Context: an optimization exercise on an open-source flow, tuned for small area. The choices shown serve that exercise and are no tape-out recipe.
In this exercise RTL edits were held to simulation tests only and were not proved equivalent to the original.
Power and IR drop assume default switching activity.

==> design.v <==
`timescale 1ns/1ps
package wrsp_bank_pkg;
  localparam int MsgWidth = 32;
  localparam int IdWidth = 4;
  localparam int NumIds = 2 ** IdWidth;
  localparam int Capacity = 64;
  localparam int AddrWidth = $clog2(Capacity);
  typedef logic [MsgWidth-1:0] msg_t;
  typedef logic [IdWidth-1:0] id_t;
  typedef logic [AddrWidth-1:0] slot_addr_t;
  typedef logic [Capacity-1:0] slot_mask_t;
  typedef logic [AddrWidth:0] count_t;
endpackage
`timescale 1ns/1ps
module wrsp_slot_allocator (
  input  logic                     clk_i,
  input  logic                     rst_ni,
  input  logic                     take_i,
  output wrsp_bank_pkg::slot_addr_t take_addr_o,
  input  logic                     give_back_i,
  input  wrsp_bank_pkg::slot_mask_t give_back_sel_i,
  output logic                     res_valid_o,
  output wrsp_bank_pkg::slot_mask_t address_released_onehot_o
);
  localparam int Capacity = wrsp_bank_pkg::Capacity;
  wrsp_bank_pkg::slot_mask_t occ_q;
  wrsp_bank_pkg::slot_addr_t free_addr;
  always_comb begin
    free_addr = '0;
    for (int i = Capacity - 1; i >= 0; i--) begin
      if (!occ_q[i]) begin
        free_addr = wrsp_bank_pkg::slot_addr_t'(i);
      end
    end
  end
  assign take_addr_o = free_addr;
  assign res_valid_o = ~&occ_q;
  assign address_released_onehot_o = give_back_i ? give_back_sel_i : '0;
  always_ff @(posedge clk_i or negedge rst_ni) begin
    if (!rst_ni) begin
      occ_q <= '0;
    end else begin
      for (int i = 0; i < Capacity; i++) begin
        if (take_i && free_addr == wrsp_bank_pkg::slot_addr_t'(i)) begin
          occ_q[i] <= 1'b1;
        end else if (address_released_onehot_o[i]) begin
          occ_q[i] <= 1'b0;
        end
      end
    end
  end
endmodule
`timescale 1ns/1ps
module wrsp_list_ctrl (
  input  logic                      clk_i,
  input  logic                      rst_ni,
  input  logic                      res_ready_i,
  input  logic                      res_valid_i,
  input  wrsp_bank_pkg::id_t        res_id_i,
  input  wrsp_bank_pkg::id_t        in_id_i,
  input  logic                      in_valid_i,
  output logic                      in_ready_o,
  input  wrsp_bank_pkg::slot_mask_t release_en_i,
  input  logic                      accept_i,
  output logic                      take_o,
  input  wrsp_bank_pkg::slot_addr_t take_addr_i,
  output wrsp_bank_pkg::slot_mask_t wr_sel_o,
  output logic                      rd_en_o,
  output wrsp_bank_pkg::slot_addr_t rd_addr_o,
  output wrsp_bank_pkg::id_t        rd_id_o,
  input  wrsp_bank_pkg::slot_addr_t last_slot_i,
  input  wrsp_bank_pkg::slot_mask_t last_sel_i,
  input  wrsp_bank_pkg::id_t        last_id_i
);
  localparam int NumIds   = wrsp_bank_pkg::NumIds;
  localparam int Capacity = wrsp_bank_pkg::Capacity;
  wrsp_bank_pkg::slot_addr_t head_q [NumIds];
  wrsp_bank_pkg::slot_addr_t fill_q [NumIds];
  wrsp_bank_pkg::slot_addr_t tail_q [NumIds];
  logic [NumIds-1:0]         nonempty_q;
  logic [NumIds-1:0]         unfilled_q;
  logic [NumIds-1:0]         head_filled_q;
  wrsp_bank_pkg::slot_addr_t next_q [Capacity];
  logic [Capacity*wrsp_bank_pkg::AddrWidth-1:0] next_rows;
  for (genvar s = 0; s < Capacity; s++) begin : g_next_rows
    assign next_rows[s*wrsp_bank_pkg::AddrWidth +: wrsp_bank_pkg::AddrWidth] = next_q[s];
  end
  logic                      adv_q;
  wrsp_bank_pkg::slot_addr_t adv_head;
  logic                      adv_empty;
  logic                      adv_fill_ne;
  logic [NumIds-1:0]         adv_here;
  logic [NumIds-1:0]         nonempty;
  logic [NumIds-1:0]         head_filled;
  logic [NumIds-1:0]         eligible;
  wrsp_bank_pkg::id_t        sel_id;
  logic                      sel_valid;
  logic                      take;
  wrsp_bank_pkg::slot_addr_t fill_in;
  wrsp_bank_pkg::slot_addr_t next_fill;
  logic                      fill_last;
  assign take   = res_valid_i && res_ready_i;
  assign take_o = take;
  localparam int AW = wrsp_bank_pkg::AddrWidth;
  logic [NumIds*AW-1:0] fill_rows;
  logic [NumIds*AW-1:0] tail_rows;
  logic [NumIds-1:0]    in_oh;
  logic [NumIds-1:0]    res_oh;
  logic [NumIds-1:0]    last_oh;
  for (genvar g = 0; g < NumIds; g++) begin : g_rows
    assign fill_rows[g*AW +: AW] = fill_q[g];
    assign tail_rows[g*AW +: AW] = tail_q[g];
    assign in_oh[g]   = (in_id_i == wrsp_bank_pkg::id_t'(g));
    assign res_oh[g]  = (res_id_i == wrsp_bank_pkg::id_t'(g));
    assign last_oh[g] = (last_id_i == wrsp_bank_pkg::id_t'(g));
  end
  assign in_ready_o = in_valid_i && |(unfilled_q & in_oh);
  wrsp_sel_read #(.Width(AW), .Rows(NumIds)) u_fill_in (
    .rows_i (fill_rows),
    .sel_i  (in_oh),
    .data_o (fill_in)
  );
  wrsp_bank_pkg::slot_mask_t fill_sel;
  always_comb begin
    fill_sel = '0;
    fill_sel[fill_in] = 1'b1;
  end
  assign wr_sel_o = in_ready_o ? fill_sel : '0;
  wrsp_sel_read #(.Width(wrsp_bank_pkg::AddrWidth)) u_next_fill (
    .rows_i (next_rows),
    .sel_i  (fill_sel),
    .data_o (next_fill)
  );
  assign fill_last  = (next_fill == fill_in);
  wrsp_sel_read #(.Width(wrsp_bank_pkg::AddrWidth)) u_adv_head (
    .rows_i (next_rows),
    .sel_i  (last_sel_i),
    .data_o (adv_head)
  );
  assign adv_empty   = (adv_head == last_slot_i);
  wrsp_bank_pkg::slot_addr_t fill_last_id;
  wrsp_sel_read #(.Width(AW), .Rows(NumIds)) u_fill_last (
    .rows_i (fill_rows),
    .sel_i  (last_oh),
    .data_o (fill_last_id)
  );
  assign adv_fill_ne = (adv_head != fill_last_id);
  for (genvar g = 0; g < NumIds; g++) begin : g_elig
    assign adv_here[g]    = adv_q && last_oh[g];
    assign nonempty[g]    = nonempty_q[g] && !(adv_here[g] && adv_empty);
    assign head_filled[g] = adv_here[g] ? (!unfilled_q[g] || adv_fill_ne) : head_filled_q[g];
    logic rel;
    assign rel = release_en_i[head_q[g]];
    assign eligible[g]    = !adv_here[g] && nonempty_q[g] && head_filled_q[g] && rel;
  end
  logic adv_eligible;
  logic adv_rel;
  assign adv_rel = release_en_i[adv_head];
  assign adv_eligible = adv_q && |(nonempty & head_filled & last_oh) && adv_rel;
  logic [NumIds-1:0]         first;
  logic                      other_valid;
  wrsp_bank_pkg::id_t        other_id;
  wrsp_bank_pkg::slot_addr_t other_head;
  always_comb begin
    logic seen;
    seen       = 1'b0;
    other_id   = '0;
    other_head = '0;
    for (int i = 0; i < NumIds; i++) begin
      first[i]   = eligible[i] && !seen;
      seen       = seen || eligible[i];
      other_id   = other_id | ({wrsp_bank_pkg::IdWidth{first[i]}} & wrsp_bank_pkg::id_t'(i));
      other_head = other_head | ({wrsp_bank_pkg::AddrWidth{first[i]}} & head_q[i]);
    end
    other_valid = seen;
  end
  logic adv_wins;
  assign adv_wins  = adv_eligible && (!other_valid || last_id_i < other_id);
  assign sel_valid = other_valid || adv_eligible;
  assign sel_id    = adv_wins ? last_id_i : other_id;
  assign rd_en_o   = sel_valid && accept_i;
  assign rd_addr_o = adv_wins ? adv_head : other_head;
  assign rd_id_o   = sel_id;
  wrsp_bank_pkg::slot_addr_t tail_res;
  logic                      link;
  wrsp_sel_read #(.Width(AW), .Rows(NumIds)) u_tail_res (
    .rows_i (tail_rows),
    .sel_i  (res_oh),
    .data_o (tail_res)
  );
  assign link = |(nonempty_q & res_oh);
  for (genvar s = 0; s < Capacity; s++) begin : g_link
    always_ff @(posedge clk_i) begin
      if (take && ((link && tail_res == wrsp_bank_pkg::slot_addr_t'(s))
                   || take_addr_i == wrsp_bank_pkg::slot_addr_t'(s))) begin
        next_q[s] <= take_addr_i;
      end
    end
  end
  always_ff @(posedge clk_i or negedge rst_ni) begin
    if (!rst_ni) begin
      adv_q <= 1'b0;
    end else begin
      adv_q <= rd_en_o;
    end
  end
  for (genvar g = 0; g < NumIds; g++) begin : g_id
    logic do_res;
    logic do_fill;
    assign do_res  = take && res_oh[g];
    assign do_fill = in_ready_o && in_oh[g];
    always_ff @(posedge clk_i or negedge rst_ni) begin
      if (!rst_ni) begin
        nonempty_q[g] <= 1'b0;
        unfilled_q[g] <= 1'b0;
      end else begin
        nonempty_q[g] <= do_res || nonempty[g];
        unfilled_q[g] <= do_res || (unfilled_q[g] && !(do_fill && fill_last));
      end
    end
    always_ff @(posedge clk_i) begin
      if (do_res) begin
        tail_q[g] <= take_addr_i;
      end
      if (do_res && !nonempty[g]) begin
        head_filled_q[g] <= 1'b0;
      end else if (do_fill) begin
        head_filled_q[g] <= 1'b1;
      end else begin
        head_filled_q[g] <= head_filled[g];
      end
      if (do_res && !nonempty[g]) begin
        head_q[g] <= take_addr_i;
      end else if (adv_here[g]) begin
        head_q[g] <= adv_head;
      end
      if (do_res && (!unfilled_q[g] || (do_fill && fill_last))) begin
        fill_q[g] <= take_addr_i;
      end else if (do_fill) begin
        fill_q[g] <= next_fill;
      end
    end
  end
endmodule
`timescale 1ns/1ps
module wrsp_sel_read #(
  parameter int Width = 1,
  parameter int Rows  = wrsp_bank_pkg::Capacity
) (
  input  logic [Rows*Width-1:0] rows_i,
  input  logic [Rows-1:0]       sel_i,
  output logic [Width-1:0]      data_o
);
  localparam int Capacity = Rows;
  localparam int NumGrp   = (Capacity + 2) / 3;
  logic [3*NumGrp-1:0] sel_x;
  assign sel_x = {{(3*NumGrp-Capacity){1'b0}}, sel_i};
  for (genvar b = 0; b < Width; b++) begin : g_bit
    logic [3*NumGrp-1:0] col;
    logic [NumGrp-1:0]   grp_n;
    for (genvar i = 0; i < 3*NumGrp; i++) begin : g_col
      if (i < Capacity) begin : g_row
        assign col[i] = rows_i[i*Width + b];
      end else begin : g_pad
        assign col[i] = 1'b0;
      end
    end
    for (genvar j = 0; j < NumGrp; j++) begin : g_grp
      assign grp_n[j] = !((col[3*j] && sel_x[3*j]) || (col[3*j+1] && sel_x[3*j+1])
                          || (col[3*j+2] && sel_x[3*j+2]));
    end
    assign data_o[b] = !(&grp_n);
  end
endmodule
module wrsp_msg_ram (
  input  logic                      clk_i,
  input  wrsp_bank_pkg::slot_mask_t wr_sel_i,
  input  logic [27:0]               wr_data_i,
  input  wrsp_bank_pkg::slot_mask_t rd_sel_i,
  output logic [27:0]               rd_data_o
);
  localparam int Capacity = wrsp_bank_pkg::Capacity;
  logic [27:0] mem_q [Capacity];
  logic [Capacity*28-1:0] rows;
  for (genvar s = 0; s < Capacity; s++) begin : g_row
    always_ff @(posedge clk_i) begin
      if (wr_sel_i[s]) begin
        mem_q[s] <= wr_data_i;
      end
    end
    assign rows[s*28 +: 28] = mem_q[s];
  end
  wrsp_sel_read #(.Width(28)) u_read (
    .rows_i (rows),
    .sel_i  (rd_sel_i),
    .data_o (rd_data_o)
  );
endmodule
`timescale 1ns/1ps
module wrsp_out_stage (
  input  logic                      clk_i,
  input  logic                      rst_ni,
  input  logic                      rd_en_i,
  input  wrsp_bank_pkg::slot_addr_t rd_addr_i,
  input  wrsp_bank_pkg::id_t        rd_id_i,
  input  logic                      out_ready_i,
  output logic                      out_valid_o,
  output logic                      accept_o,
  output logic                      taken_o,
  output wrsp_bank_pkg::slot_addr_t slot_o,
  output wrsp_bank_pkg::slot_mask_t slot_sel_o,
  output wrsp_bank_pkg::id_t        id_o
);
  logic valid_q;
  always_comb begin
    slot_sel_o = '0;
    slot_sel_o[slot_o] = 1'b1;
  end
  assign out_valid_o = valid_q;
  assign taken_o     = valid_q && out_ready_i;
  assign accept_o    = !valid_q || out_ready_i;
  always_ff @(posedge clk_i or negedge rst_ni) begin
    if (!rst_ni) begin
      valid_q <= 1'b0;
    end else begin
      valid_q <= rd_en_i || (valid_q && !out_ready_i);
    end
  end
  always_ff @(posedge clk_i) begin
    if (rd_en_i) begin
      slot_o <= rd_addr_i;
      id_o   <= rd_id_i;
    end
  end
endmodule
`timescale 1ns/1ps
module wrsp_bank_top (
  input  logic                      clk_i,
  input  logic                      rst_ni,
  input  wrsp_bank_pkg::id_t        reservation_request_id_i,
  output wrsp_bank_pkg::slot_addr_t new_reserved_address_o,
  input  logic                      reservation_request_ready_i,
  output logic                      reservation_request_valid_o,
  input  wrsp_bank_pkg::msg_t       data_i,
  output wrsp_bank_pkg::msg_t       data_o,
  input  wrsp_bank_pkg::slot_mask_t release_en_i,
  output wrsp_bank_pkg::slot_mask_t address_released_onehot_o,
  input  logic                      in_valid_i,
  output logic                      in_ready_o,
  input  logic                      out_ready_i,
  output logic                      out_valid_o
);
  localparam int IdWidth  = wrsp_bank_pkg::IdWidth;
  localparam int MsgWidth = wrsp_bank_pkg::MsgWidth;
  logic                      take;
  wrsp_bank_pkg::slot_addr_t take_addr;
  logic                      give_back;
  wrsp_bank_pkg::slot_addr_t out_slot;
  wrsp_bank_pkg::slot_mask_t out_sel;
  wrsp_bank_pkg::slot_mask_t wr_sel;
  logic                      rd_en;
  wrsp_bank_pkg::slot_addr_t rd_addr;
  wrsp_bank_pkg::id_t        rd_id;
  wrsp_bank_pkg::id_t        out_id;
  logic [MsgWidth-1:IdWidth] out_payload;
  logic accept;
  assign new_reserved_address_o = take_addr;
  wrsp_slot_allocator u_slot_allocator (
    .clk_i                     (clk_i),
    .rst_ni                    (rst_ni),
    .take_i                    (take),
    .take_addr_o               (take_addr),
    .give_back_i               (give_back),
    .give_back_sel_i           (out_sel),
    .res_valid_o               (reservation_request_valid_o),
    .address_released_onehot_o (address_released_onehot_o)
  );
  wrsp_list_ctrl u_list_ctrl (
    .clk_i        (clk_i),
    .rst_ni       (rst_ni),
    .res_ready_i  (reservation_request_ready_i),
    .res_valid_i  (reservation_request_valid_o),
    .res_id_i     (reservation_request_id_i),
    .in_id_i      (data_i[IdWidth-1:0]),
    .in_valid_i   (in_valid_i),
    .in_ready_o   (in_ready_o),
    .release_en_i (release_en_i),
    .accept_i     (accept),
    .take_o       (take),
    .take_addr_i  (take_addr),
    .wr_sel_o     (wr_sel),
    .rd_en_o      (rd_en),
    .rd_addr_o    (rd_addr),
    .rd_id_o      (rd_id),
    .last_slot_i  (out_slot),
    .last_sel_i   (out_sel),
    .last_id_i    (out_id)
  );
  wrsp_msg_ram u_msg_ram (
    .clk_i     (clk_i),
    .wr_sel_i  (wr_sel),
    .wr_data_i (data_i[MsgWidth-1:IdWidth]),
    .rd_sel_i  (out_sel),
    .rd_data_o (out_payload)
  );
  wrsp_out_stage u_out_stage (
    .clk_i       (clk_i),
    .rst_ni      (rst_ni),
    .rd_en_i     (rd_en),
    .rd_addr_i   (rd_addr),
    .rd_id_i     (rd_id),
    .out_ready_i (out_ready_i),
    .out_valid_o (out_valid_o),
    .accept_o    (accept),
    .taken_o     (give_back),
    .slot_o      (out_slot),
    .slot_sel_o  (out_sel),
    .id_o        (out_id)
  );
  assign data_o = {out_payload, out_id};
endmodule
==> flow/run.sh <==
#!/bin/bash
# Layout flow: the standard ORFS flow (standard.sh, standard synthesis
# script) with three changes:
#  - ABC maps the logic with flow/abc.script (choices and area-recovering
#    mapping on the logic as written, without restructuring it), in place
#    of ORFS's delay-driven abc_speed.script (registers are untouched: they
#    are mapped by dfflibmap before ABC runs);
#  - the ports are buffered with buf_1 instead of a delay cell;
#  - the clock tree is built from clkbuf_4/clkbuf_8 in clusters of up to 15
#    sinks, without dummy loads.
# Every tool's output goes to the logs under orfs/logs and to standard.log.
set -uo pipefail
WORK="$PWD"
rm -rf "$WORK/scripts_x"
cp -r "$FLOW_HOME/scripts" "$WORK/scripts_x"
cp "$WORK/flow/abc.script" "$WORK/scripts_x/abc_speed.script"
export SCRIPTS_DIR="$WORK/scripts_x"
export BUFFER_PORTS_ARGS="-buffer_cell sky130_fd_sc_hd__buf_1"
export CTS_ARGS="-sink_clustering_enable -repair_clock_nets -dont_use_dummy_load -buf_list {sky130_fd_sc_hd__clkbuf_4 sky130_fd_sc_hd__clkbuf_8} -sink_clustering_size 15 -sink_clustering_max_diameter 50"
bash standard.sh > "$WORK/standard.log" 2>&1
==> flow/abc.script <==
&get -n
&st
&dch
&nf
&put
==> standard.sh <==
#!/bin/bash
# synth_recipe.tcl (not shown) runs the flow's synth.tcl, then flattens the netlist and writes it again
# the make line also repeats each setting of config.mk as NAME=value (left out here)
make -C /OpenROAD-flow-scripts/flow DESIGN_CONFIG=/design/flow/config.mk WORK_HOME=/design/flow/orfs CLKGATE_MAP_FILE= SYNTH_SCRIPT=/design/flow/synth_recipe.tcl "${@:-finish}"
==> config.mk <==
export PLATFORM = sky130hd
export DESIGN_NAME = wrsp_bank_top
export DESIGN_NICKNAME = wrsp_bank_top
export VERILOG_FILES = /design/flow/design.v
export SDC_FILE = /design/flow/constraint.sdc
export NUM_CORES = 8
export LEC_CHECK = 0
export CAP_MARGIN = 5
export CORE_MARGIN = 2
export CORE_UTILIZATION = 55
export PLACE_DENSITY = 0.65
export SLEW_MARGIN = 5
==> constraint.sdc <==
create_clock -name core_clock -period 9.0 [get_ports {clk_i}]
set_input_delay 1.8000 -clock core_clock [delete_from_list [all_inputs] [get_ports {clk_i}]]
set_output_delay 1.8000 -clock core_clock [all_outputs]
set_load 0.01 [all_outputs]
==> flow_summary.json, run 1 <==
{
  "status": "failed layout checks",
  "so.violations": "max-capacitance violations, max-slew violations",
  "ioPinCount": 210,
  "grt.total_usage_pct": 37.83,
  "skew_ns": 0.1781,
  "drc": 0,
  "fin_crit_ns": 8.717,
  "whs_path_depth": 2,
  "swShare_pct": 41.13,
  "vias_per_cell": 7.736,
  "irDropWorstVdd_mv": 0.7199,
  "internal_power_mw": 21.55,
  "wire_per_inst_um": 39.54,
  "start_util_pct": 55.20,
  "cp.required_ns": 7.20,
  "htreeDepth": 4,
  "first_pass_iters": 17,
  "min_path_type": "reg -> reg",
  "grt_util_met3_pct": 10.19,
  "core_area_um2": 192200,
  "clock_power_share_pct": 15.6,
  "fin_ws_ns": 0.2835,
  "cts_root_buf": "clkbuf_8",
  "design.die.area_um2": 196400,
  "grt_max_degree": 81,
  "rsz0062_at_grt": "false",
  "grt-ovfl-total": 0,
  "synth_edf_count": 2474,
  "cap_violations": 1,
  "drt_wl_total_um": 378300,
  "power_switching_mw": 15.06,
  "antenna_found_initial": 21,
  "cts_tree": "built",
  "fmax_mhz": 114.7,
  "grt_pass1_wl_um": 526900,
  "die_y_um": 443.2,
  "slew_headroom_pct": -2.932,
  "yosysWarnings": 9,
  "tightest_slew_ns": 1.528,
  "clock_latency_ns": 1.08,
  "numPortBuffers": 209,
  "fin_nets": 7149,
  "fp.dieW_um": 443.2,
  "syn2layout_area_growth_pct": 10.20,
  "grt_pass1_vias": 69130,
  "cts_made_buffers": 217,
  "ys.flop_type": "edfxtp_1",
  "power_frac_comb_pct": 41.8,
  "cpPeakStageDelay_ns": 0.40,
  "setup_tns_ns": 0,
  "synth-seq-cells": 2588,
  "final_common_cell": "edfxtp_1",
  "finalSetupViolCount": 0,
  "p_seq_share_pct": 42.6,
  "critPathKind": "reg -> out",
  "grt.busiest_layer": "met1",
  "cts.sink_count": 2588,
  "vias": 74020,
  "hold_buffers": 0,
  "path_clk_slew_ns": 0.08,
  "ys_types": 54,
  "postSynthCellCount": 6242,
  "place.gp.congestion": 1.046,
  "endpoint_kind": "output port",
  "critical_path_arrival_ns": 6.92,
  "p_per_area_nw_per_um2": 313.2,
  "fp-row-count": 161,
  "ant_nets": 0,
  "cpMostUsedCell": "o21ai_0",
  "finalMaxSlewViolations": 5,
  "syn_nets": 6357,
  "pre_cts_ws_ns": -0.07496,
  "hold_violations": 0,
  "p_leak_nw": 36.51,
  "postSynthAreaPerCell_um2": 17.00,
  "dpl.hpwl_um": 248600,
  "synthArstFlopShare_pct": 3.787,
  "drive_gt1_share_pct": 14.90,
  "use_met1_pct": 55.56,
  "r2r_cells": 20,
  "use_met2_pct": 55.21,
  "synth-seq-area-share_pct": 72.64,
  "cp_max_fo": 18,
  "cpMaxStageDelayCell": "dfrtp_1",
  "clock_path_buffers": 3,
  "syn_area_um2": 106100,
  "period_share_pct": 96.85,
  "final_cell_mix": "2,474 x edfxtp_1, 858 x a222oi_1, 361 x buf_4",
  "worstSetupStartpointType": "flip-flop",
  "drt-initial-drc-count": 16370
}
[synth_stat cells, drive strengths merged (3+ instances only)]
master	number	share of area (%)
mux2i	164	1.5
o2111ai	3	0.025
o22ai	112	0.66
mux2	8	0.085
o32ai	14	0.12
a221o	19	0.18
or2	8	0.047
nand2	340	1.2
xnor2	24	0.20
xor2	10	0.083
a21boi	16	0.11
nor2	357	1.3
o21ai	171	0.81
a22o	83	0.69
a22oi	15	0.11
nor3b	7	0.050
nand3	75	0.35
a211oi	12	0.085
ha	10	0.12
a222oi	858	8.1
and2	10	0.059
o221ai	13	0.11
dfxtp	16	0.30
nand3b	8	0.057
nor3	159	0.75
or3	23	0.14
nor2b	25	0.15
a221oi	12	0.099
nor4	56	0.33
nand2b	40	0.24
dfrtp	98	2.3
a31oi	6	0.035
and4	34	0.28
or4	13	0.092
and3	15	0.088
mux4	267	5.7
a21oi	250	1.2
o211ai	37	0.26
clkinv	116	0.41
edfxtp	2474	70
nand4	245	1.4
[layer usage]
layer	vias to the layer above	share of wire [%]
met5	-	0.063
met4	20	3.6
met3	845	14
met2	6193	44
met1	37540	38
li1	29420	-
[kinds of logic (layout without fill, tap and decap cells)]
group | count (synthesis) | in the layout | share of synthesized area (%)
fa+ha+maj | 10 | 10 | 0.1179
xor+xnor | 34 | 34 | 0.2807
mux | 439 | 439 | 7.300
other cells | 0 | 10 | 0
flops | 2588 | 2588 | 72.64
simple gates | 1418 | 1418 | 6.564
buf+inv | 116 | 906 | 0.4104
compound gates | 1637 | 1637 | 12.69
[critical path, delay by kind of cell (launching register included)]
kind	cells	cell delay [ns]
simple gates	1	0.11
compound gates	31	5.18
buf+inv	2	0.27
flops	1	0.40
[layout make-up]
| class | count | area (um^2) |
|---|---|---|
| flip-flops and latches | 2588 | 77060 |
| fillers | 14230 | 75270 |
| multi-input cells | 3538 | 29630 |
| repair buffers | 573 | 3593 |
| well taps | 2526 | 3161 |
| clock buffers | 217 | 2987 |
| inverters | 116 | 447.9 |
| diodes | 10 | 25.02 |
[what timing repair did]
item	4_1_cts	5_1_grt
setup buffers	0	0
resized for setup	0	2
hold endpoints to repair	0	0
setup endpoints to repair	0	1
[path summary, 6_finish.rpt]
kind                            slack, ns                                   start                                      to
worst max-delay path                 0.28  u_slot_allocator.occ_q[63]$_DFFE_PN0P_               new_reserved_address_o[0]
worst min-delay path                 0.56  u_slot_allocator.occ_q[19]$_DFFE_PN0P_  u_slot_allocator.occ_q[19]$_DFFE_PN0P_
worst max register to register       0.50         u_out_stage.slot_o[0]$_DFFE_PP_         u_out_stage.slot_o[4]$_DFFE_PP_
worst min register to register       0.56  u_slot_allocator.occ_q[19]$_DFFE_PN0P_  u_slot_allocator.occ_q[19]$_DFFE_PN0P_
max in group asynchronous            6.76                                  rst_ni     u_list_ctrl.nonempty_q[3]$_DFF_PN0_
min in group asynchronous            0.91                                  rst_ni  u_slot_allocator.occ_q[58]$_DFFE_PN0P_
[power by group through the flow]
stage / Sequential, mW / Clock, mW / Combinational [mW]
4_1_cts: 15.6 / 5.78 / 14.7
5_1_grt: 15.6 / 6.16 / 15.9
6_report: 15.6 / 5.73 / 15.3
3_5_place_dp: 15.8 / 0 / 14.7
3_3_place_gp: 15.8 / 0 / 14.5
2_1_floorplan: 15.6 / 0 / 7.21
[stage by stage]
stage	utilization, %	power, mW	hold WS (ns)	instance area (um^2)	instances
after floorplan	-	22.86	0.5200	106100	6242
after global placement	59.25	30.34	0.5395	113900	9340
after detailed placement	59.25	30.49	0.5416	113900	9340
after CTS	60.81	36.06	0.5536	116900	9557
after global routing	60.83	37.71	0.5836	116900	9562
final	60.83	36.61	0.5585	116900	9568
[sequential cells by signal (all words and copies together), names as in the netlist]
register	cells
u_msg_ram.mem_q	1792
u_list_ctrl.nonempty_q	16
u_list_ctrl.unfilled_q	16
u_list_ctrl.adv_q	1
u_out_stage.slot_o	6
u_list_ctrl.head_q	96
u_out_stage.id_o	4
u_out_stage.valid_q	1
u_list_ctrl.head_filled_q	16
u_list_ctrl.tail_q	96
u_list_ctrl.fill_q	96
u_list_ctrl.next_q	384
u_slot_allocator.occ_q	64
==> run 2: changes to the inputs <==
--- a/config.mk
+++ b/config.mk
@@ -5,8 +5,8 @@
 export SDC_FILE = /design/flow/constraint.sdc
 export NUM_CORES = 8
 export LEC_CHECK = 0
-export CAP_MARGIN = 5
+export CAP_MARGIN = 15
 export CORE_MARGIN = 2
 export CORE_UTILIZATION = 55
 export PLACE_DENSITY = 0.65
-export SLEW_MARGIN = 5
+export SLEW_MARGIN = 15
==> run 2 against run 1 <==
Against the previous run: now clean on timing, DRC and antenna; first-iteration DRC count rose by 1.0%; sequential share of layout area fell by 0.084 points; maximum frequency rose by 0.23%; via count barely moved; total power rose by 0.11%; largest power group unchanged; highest routed layer unchanged.
==> flow_summary.json, run 2 <==
{
  "status": "timing/DRC/antenna clean",
  "endpoint_kind": "output port",
  "p_seq_share_pct": 42.5,
  "cpPeakStageDelay_ns": 0.40,
  "final_area_um2": 117100,
  "cts_post_setup_buffers_inserted": 0,
  "drc": 0,
  "reg2reg_slack_ns": 0.65,
  "synthArstFlopShare_pct": 3.787,
  "hold_violations": 0,
  "power_switching_mw": 15.06,
  "final_cell_mix": "2,474 x edfxtp_1, 858 x a222oi_1, 364 x buf_4",
  "ys.flop_type": "edfxtp_1",
  "timing.rr.start": "u_out_stage.slot_o[0]$_DFFE_PP_",
  "regMostFlops": "u_msg_ram.mem_q",
  "r2r_cells": 25,
  "tightest_slew_ns": 1.281,
  "hold_buffers": 0,
  "p_leak_nw": 36.58,
  "grt_max_degree": 81,
  "rsz0062_at_grt": "false",
  "htreeDepth": 4,
  "placed_cells": 9340,
  "syn2layout_area_growth_pct": 10.34,
  "crit_path_start": "u_slot_allocator.occ_q[63]$_DFFE_PN0P_",
  "grt.total_usage_pct": 37.83,
  "skew_ns": 0.1824,
  "worstSetupStartpointType": "flip-flop",
  "final_cell_count_no_fill": 9571,
  "ant_nets": 0,
  "finalPower_mw": 36.65,
  "grt_pass1_wl_um": 526900,
  "cts_resized": 0,
  "synth-seq-area-share_pct": 72.64,
  "cap_violations": 0,
  "ys_top_cells_by_area": "edfxtp_1 70%, a222oi_1 8.1%, mux4_2 5.7%",
  "critPathCapture": "new_reserved_address_o[0]",
  "numPortBuffers": 209,
  "largest_register_ffs": 1792,
  "ioPinCount": 210,
  "design.die.area_um2": 196400,
  "core_area_um2": 192200,
  "postSynthAreaPerCell_um2": 17.00,
  "final_common_cell": "edfxtp_1",
  "worst-path-stages": 34,
  "dpl.hpwl_um": 248600,
  "internal_power_mw": 21.59,
  "ys_types": 54,
  "cp_max_fo": 18,
  "clock_power_share_pct": 15.6,
  "power_frac_comb_pct": 41.9,
  "finalSetupViolCount": 0,
  "wire_per_inst_um": 39.51,
  "start_util_pct": 55.20,
  "irDropWorstVdd_mv": 0.7196,
  "path_buf_inv": 2,
  "antenna_found_initial": 21,
  "p_per_area_nw_per_um2": 313.1,
  "cts.sink_count": 2588,
  "cts_root_buf": "clkbuf_8",
  "cpMostUsedCell": "o21ai_0",
  "clock_latency_ns": 1.08,
  "fin_crit_ns": 8.697,
  "path_clk_slew_ns": 0.08,
  "vias_per_cell": 7.729,
  "fill_cells": 14210,
  "placed_area_um2": 113900,
  "first_pass_iters": 17,
  "finalMaxSlewViolations": 0,
  "drt-initial-drc-count": 16530,
  "cp.required_ns": 7.20,
  "pre_cts_ws_ns": -0.07496,
  "grt-ovfl-total": 0,
  "synth_most_common_cell": "edfxtp_1",
  "drive_gt1_share_pct": 15.03,
  "place.gp.congestion": 1.046,
  "fp-row-count": 161,
  "vias": 73980,
  "fp.dieW_um": 443.2,
  "critical_path_arrival_ns": 6.90,
  "yosysWarnings": 9,
  "fmax_mhz": 115.0,
  "clock_path_buffers": 3,
  "cts_made_buffers": 217,
  "syn_nets": 6357,
  "postSynthCellCount": 6242,
  "final_util_pct": 60.91,
  "critPathTopFamily": "compound AO/OA/AOI/OAI gates",
  "synth-seq-cells": 2588,
  "grt_pass1_vias": 69130,
  "synth.top_cells.by_count": "2,474 x edfxtp_1, 858 x a222oi_1, 357 x nor2_1",
  "die_y_um": 443.2,
  "reg2reg_to": "u_out_stage.slot_o[2]$_DFFE_PP_",
  "whs_ns": 0.5571,
  "cpMaxStageDelayCell": "dfrtp_1",
  "fin_ws_ns": 0.3033,
  "yosys.area.top_type_share_pct": 70.03,
  "drt_wl_total_um": 378200,
  "period_share_pct": 96.63,
  "cts_tree": "built",
  "syn_area_um2": 106100,
  "setup_tns_ns": 0,
  "yosys.area.top_type": "edfxtp_1",
  "slew_headroom_pct": 13.82,
  "fin_nets": 7155,
  "swShare_pct": 41.09,
  "synth_edf_count": 2474,
  "min_path_type": "reg -> reg",
  "critPathKind": "reg -> out",
  "reg.largest.list": "u_msg_ram.mem_q (1792), u_list_ctrl.next_q (384)"
}
-- run 2: cell counts after synthesis --
Identical to the previous run, type by type.
-- run 2: metal layers --
layer / share of wire [%] / global-route usage, %
met3: 14 / 10.19
met1: 39 / 55.56
met5: 0.069 / 0.4396
met4: 3.6 / 12.58
met2: 44 / 55.21
-- run 2: final cells by class --
| class | instances | area (um^2) | area share (%) |
|---|---|---|---|
| antenna | 7 | 17.52 | 0.01496 |
| clock buffer | 217 | 2987 | 2.551 |
| inverter | 116 | 447.9 | 0.3827 |
| multi-input combinational | 3538 | 29680 | 25.35 |
| sequential | 2588 | 77060 | 65.83 |
| tap | 2526 | 3161 | 2.700 |
| timing repair buffer | 579 | 3706 | 3.166 |
-- run 2: worst min-delay path: stages, from the launching register on --
cell	delay [ns]
dfrtp_1	0.39
clkinv_1	0.06
o22ai_1	0.07
-- run 2: how the worst min path moves through the flow --
stage	slack (ns)	cells after the start	end	startpoint
2_1_floorplan	0.52	2	u_list_ctrl.unfilled_q[3]$_DFF_PN0_	u_list_ctrl.unfilled_q[3]$_DFF_PN0_
3_3_place_gp	0.54	2	u_slot_allocator.occ_q[19]$_DFFE_PN0P_	u_slot_allocator.occ_q[19]$_DFFE_PN0P_
3_5_place_dp	0.54	2	u_slot_allocator.occ_q[19]$_DFFE_PN0P_	u_slot_allocator.occ_q[19]$_DFFE_PN0P_
4_1_cts	0.55	2	u_slot_allocator.occ_q[19]$_DFFE_PN0P_	u_slot_allocator.occ_q[19]$_DFFE_PN0P_
5_1_grt	0.58	2	u_slot_allocator.occ_q[16]$_DFFE_PN0P_	u_slot_allocator.occ_q[16]$_DFFE_PN0P_
6_report	0.56	2	u_slot_allocator.occ_q[19]$_DFFE_PN0P_	u_slot_allocator.occ_q[19]$_DFFE_PN0P_
-- run 2: cells by family (layout without fill, tap and decap cells) --
logic type | Yosys count | count (layout) | share of synthesized area (%)
AND/OR/NAND/NOR | 1418 | 1418 | 6.564
multiplexers | 439 | 439 | 7.300
flip-flops | 2588 | 2588 | 72.64
XOR/XNOR | 34 | 34 | 0.2807
other | 0 | 7 | 0
AO/OA/AOI/OAI | 1637 | 1637 | 12.69
adder cells (fa/ha/maj) | 10 | 10 | 0.1179
buffers and inverters | 116 | 912 | 0.4104
-- run 2: power by group through the flow --
stage | clock (mW) | sequential (mW) | combinational (mW)
after floorplan | 0 | 15.6 | 7.21
after detailed placement | 0 | 15.8 | 14.7
after CTS | 5.78 | 15.6 | 14.7
final | 5.73 | 15.6 | 15.3
after global routing | 6.16 | 15.6 | 16.0
after global placement | 0 | 15.8 | 14.5
==> run 3: changes to the inputs <==
==> flow/abc.script (replaced) <==
&get -n
&st
&dch -f
&nf -R 1000
&put
==> run 3 against run 2 <==
Against the previous run: final area decreased by 0.78%; sequential power about the same; still clean; first-iteration DRC count decreased by 4.4%; maximum frequency increased by 1.5%.
==> flow_summary.json, run 3 <==
{
  "synth_edf_count": 2474,
  "largest_register_ffs": 1792,
  "drt_wl_total_um": 366800,
  "grt_pass1_wl_um": 514000,
  "fp.dieW_um": 442.0,
  "fp-row-count": 160,
  "crit_path_start": "u_slot_allocator.occ_q[63]$_DFFE_PN0P_",
  "dpl.hpwl_um": 233100,
  "status": "timing/DRC/antenna clean",
  "final_common_cell": "edfxtp_1",
  "fmax_mhz": 116.8,
  "hold_buffers": 0,
  "clock_path_buffers": 3,
  "final_area_um2": 116100,
  "synth-seq-area-share_pct": 73.03,
  "antenna_found_initial": 13,
  "ioPinCount": 210,
  "worstSetupStartpointType": "flip-flop",
  "cap_violations": 0,
  "endpoint_kind": "output port",
  "die_y_um": 442.0,
  "wire_per_inst_um": 39.15,
  "grt-ovfl-total": 0,
  "syn2layout_area_growth_pct": 10.06,
  "grt_pass1_vias": 69100,
  "start_util_pct": 55.43,
  "timing.rr.start": "u_out_stage.slot_o[0]$_DFFE_PP_",
  "cts.sink_count": 2588,
  "finalMaxSlewViolations": 0,
  "cp_max_fo": 53,
  "drt-initial-drc-count": 15810,
  "ys_types": 45,
  "skew_ns": 0.1258,
  "period_share_pct": 95.16,
  "core_area_um2": 190400,
  "synthArstFlopShare_pct": 3.787,
  "cts_resized": 0,
  "min_path_type": "reg -> reg",
  "hold_violations": 0,
  "grt.total_usage_pct": 36.80,
  "regMostFlops": "u_msg_ram.mem_q",
  "vias_per_cell": 7.743,
  "rsz0062_at_grt": "false",
  "synth_most_common_cell": "edfxtp_1",
  "yosys.area.top_type": "edfxtp_1",
  "cts_made_buffers": 217,
  "design.die.area_um2": 195400,
  "fill_cells": 13950,
  "yosysWarnings": 9,
  "vias": 72550,
  "min_from": "u_slot_allocator.occ_q[45]$_DFFE_PN0P_",
  "synth-seq-cells": 2588,
  "critPathKind": "reg -> out",
  "drc": 0,
  "grt_max_degree": 80,
  "fin_crit_ns": 8.565,
  "wl_met3_um": 47950,
  "ant_nets": 0,
  "htreeDepth": 4,
  "postSynthCellCount": 6079,
  "slew_headroom_pct": 7.949,
  "irDropWorstVdd_mv": 0.6064,
  "finalSetupViolCount": 0,
  "ys.flop_type": "edfxtp_1",
  "yosys.area.top_type_share_pct": 70.40,
  "drive_gt1_share_pct": 15.84,
  "syn_area_um2": 105500,
  "whs_path_depth": 2,
  "cts_tree": "built",
  "top_layer": "met5",
  "r2r_cells": 24,
  "synth.top_cells.by_count": "2,474 x edfxtp_1, 907 x a222oi_1, 404 x nor2_1",
  "reg.largest.list": "u_msg_ram.mem_q (1792), u_list_ctrl.next_q (384)",
  "place.gp.congestion": 1.007,
  "fin_nets": 6972,
  "wl_met2_um": 168300,
  "numPortBuffers": 209,
  "cp.required_ns": 7.20,
  "first_pass_iters": 14,
  "final_cell_mix": "2,474 x edfxtp_1, 907 x a222oi_1, 345 x nor2_1",
  "p_per_area_nw_per_um2": 310.8,
  "path_clk_slew_ns": 0.07,
  "cts_root_buf": "clkbuf_8",
  "cts_post_setup_buffers_inserted": 0,
  "critical_path_arrival_ns": 6.76,
  "clock_latency_ns": 1.05,
  "drt-met1-wl_um": 129500,
  "tightest_slew_ns": 1.368,
  "syn_nets": 6194,
  "postSynthAreaPerCell_um2": 17.36,
  "p_leak_nw": 35.82,
  "ys_top_cells_by_area": "edfxtp_1 70%, a222oi_1 8.6%, mux4_2 6.9%",
  "setup_tns_ns": 0,
  "placed_area_um2": 113100
}
[run 3: changes by cell type after synthesis, moves of 17 or more]
cell      before  now
o21ai_0      171  101
nor3_1       159  134
nand2b_1      40   23
a222oi_1     858  907
a22o_1        83   32
nor2_1       357  404
mux2i_1      164   36
or3_1         23   46
o211ai_1      37    5
mux4_2       267  324
nand3_1       75   40
nor4_1        56   83
and2_0        10   37
[run 3: through the flow]
stage / hold WS (ns) / worst slack (ns) / util [%] / total power [mW] / std cells
2_1_floorplan: 0.5142 / 0.1767 / - / 22.90 / 6079
3_5_place_dp: 0.5578 / 0.4706 / 59.38 / 30.22 / 9145
3_3_place_gp: 0.5512 / 0.5472 / 59.38 / 30.03 / 9145
6_report: 0.5681 / 0.4355 / 61.01 / 36.10 / 9369
4_1_cts: 0.5661 / 0.3149 / 60.95 / 35.75 / 9362
5_1_grt: 0.5999 / 0.1198 / 61.00 / 37.12 / 9367
[run 3: routing by layer]
metal	vias up	global-route usage (%)
met4	19	17.81
met5	-	0.8791
li1	28880	-
met3	935	8.325
met2	6074	56.79
met1	36640	49.90
[run 3: final cells by class]
class / count / area (um^2) / area share, %
flip-flops and latches: 2588 / 77060 / 66.35
well taps: 2511 / 3142 / 2.705
inverters: 108 / 417.9 / 0.3598
repair buffers: 559 / 3541 / 3.049
multi-input cells: 3383 / 28990 / 24.96
clock buffers: 217 / 2987 / 2.571
diodes: 3 / 7.507 / 0.006464
[run 3: where the power goes]
part           switching, mW  internal, mW  total (mW)
sequential             0.633          14.9        15.6
clock                   3.59          2.13        5.72
combinational           10.4          4.47        14.8
total                   14.6          21.5        36.1
[run 3: cells by family (layout without fill, tap and decap cells)]
family                     count (synthesis)  after routing  synth area share (%)
AOI/OAI and AO/OA                       1535           1535                 12.22
muxes                                    366            366                 7.320
DFF                                     2588           2588                 73.03
adders and majority gates                 10             10                0.1186
and+or+nand+nor                         1442           1442                 6.678
other                                      0              3                     0
xor gates and xnor gates                  30             30                0.2490
buffers and inverters                    108            884                0.3842
[run 3: final timing paths]
path	endpoint	slack [ns]
setup / recovery	new_reserved_address_o[1]	0.44
hold / removal	u_slot_allocator.occ_q[45]$_DFFE_PN0P_	0.57
setup reg to reg	u_out_stage.slot_o[4]$_DFFE_PP_	0.69
hold reg to reg	u_slot_allocator.occ_q[45]$_DFFE_PN0P_	0.57
max in group asynchronous	u_slot_allocator.occ_q[2]$_DFFE_PN0P_	6.93
min in group asynchronous	u_slot_allocator.occ_q[54]$_DFFE_PN0P_	0.80
[run 3: critical path, stage by stage, from the launching register on]
cell and delay [ns]:
dfrtp_1 0.38, clkinv_1 0.07, o211ai_1 0.12, nand3_1 0.11, a311oi_1 0.10, o311ai_0 0.35
a311oi_1 0.22, o311ai_0 0.48, a311oi_1 0.19, o311ai_0 0.35, a311oi_1 0.16, o311ai_0 0.62
a311oi_1 0.22, o311ai_0 0.37, a311oi_1 0.17, o311ai_0 0.38, a311oi_1 0.18, o311ai_0 0.30
nand3_1 0.21, inv_4 0.53, buf_1 0.21

static timing again, ports no longer ideal:
No port has a modelled driver above. Below, the same layouts with a new extraction and two added sets of constraints.
Step 1 assumes that a clkbuf_16 drives the clock port and a buf_2 every other input.
Step 2, shift: input delay + t, output delay - t, t = (earliest + latest rising clock arrival at the registers) / 2. This alone moves slack from input paths to output paths.
a / b / c = no drivers / after step 1 / after step 2; a / b = the first two.
| run | t, ns | slack for setup (ns) | worst hold slack (ns) | worst setup path after step 2 |
|---|---|---|---|---|
| run 1 | 1.072 | 0.283 / 0.199 / -0.552 | 0.558 / 0.558 / 0.558 | input to register |
| run 2 | 1.075 | 0.303 / 0.219 / -0.487 | 0.557 / 0.557 / 0.557 | input to register |
| run 3 | 1.066 | 0.435 / 0.357 / 0.126 | 0.568 / 0.568 / 0.568 | input to register |
For run 1, which loses most, drivers alone change the setup slack by -0.084 ns; drivers and shift together by -0.835 ns.
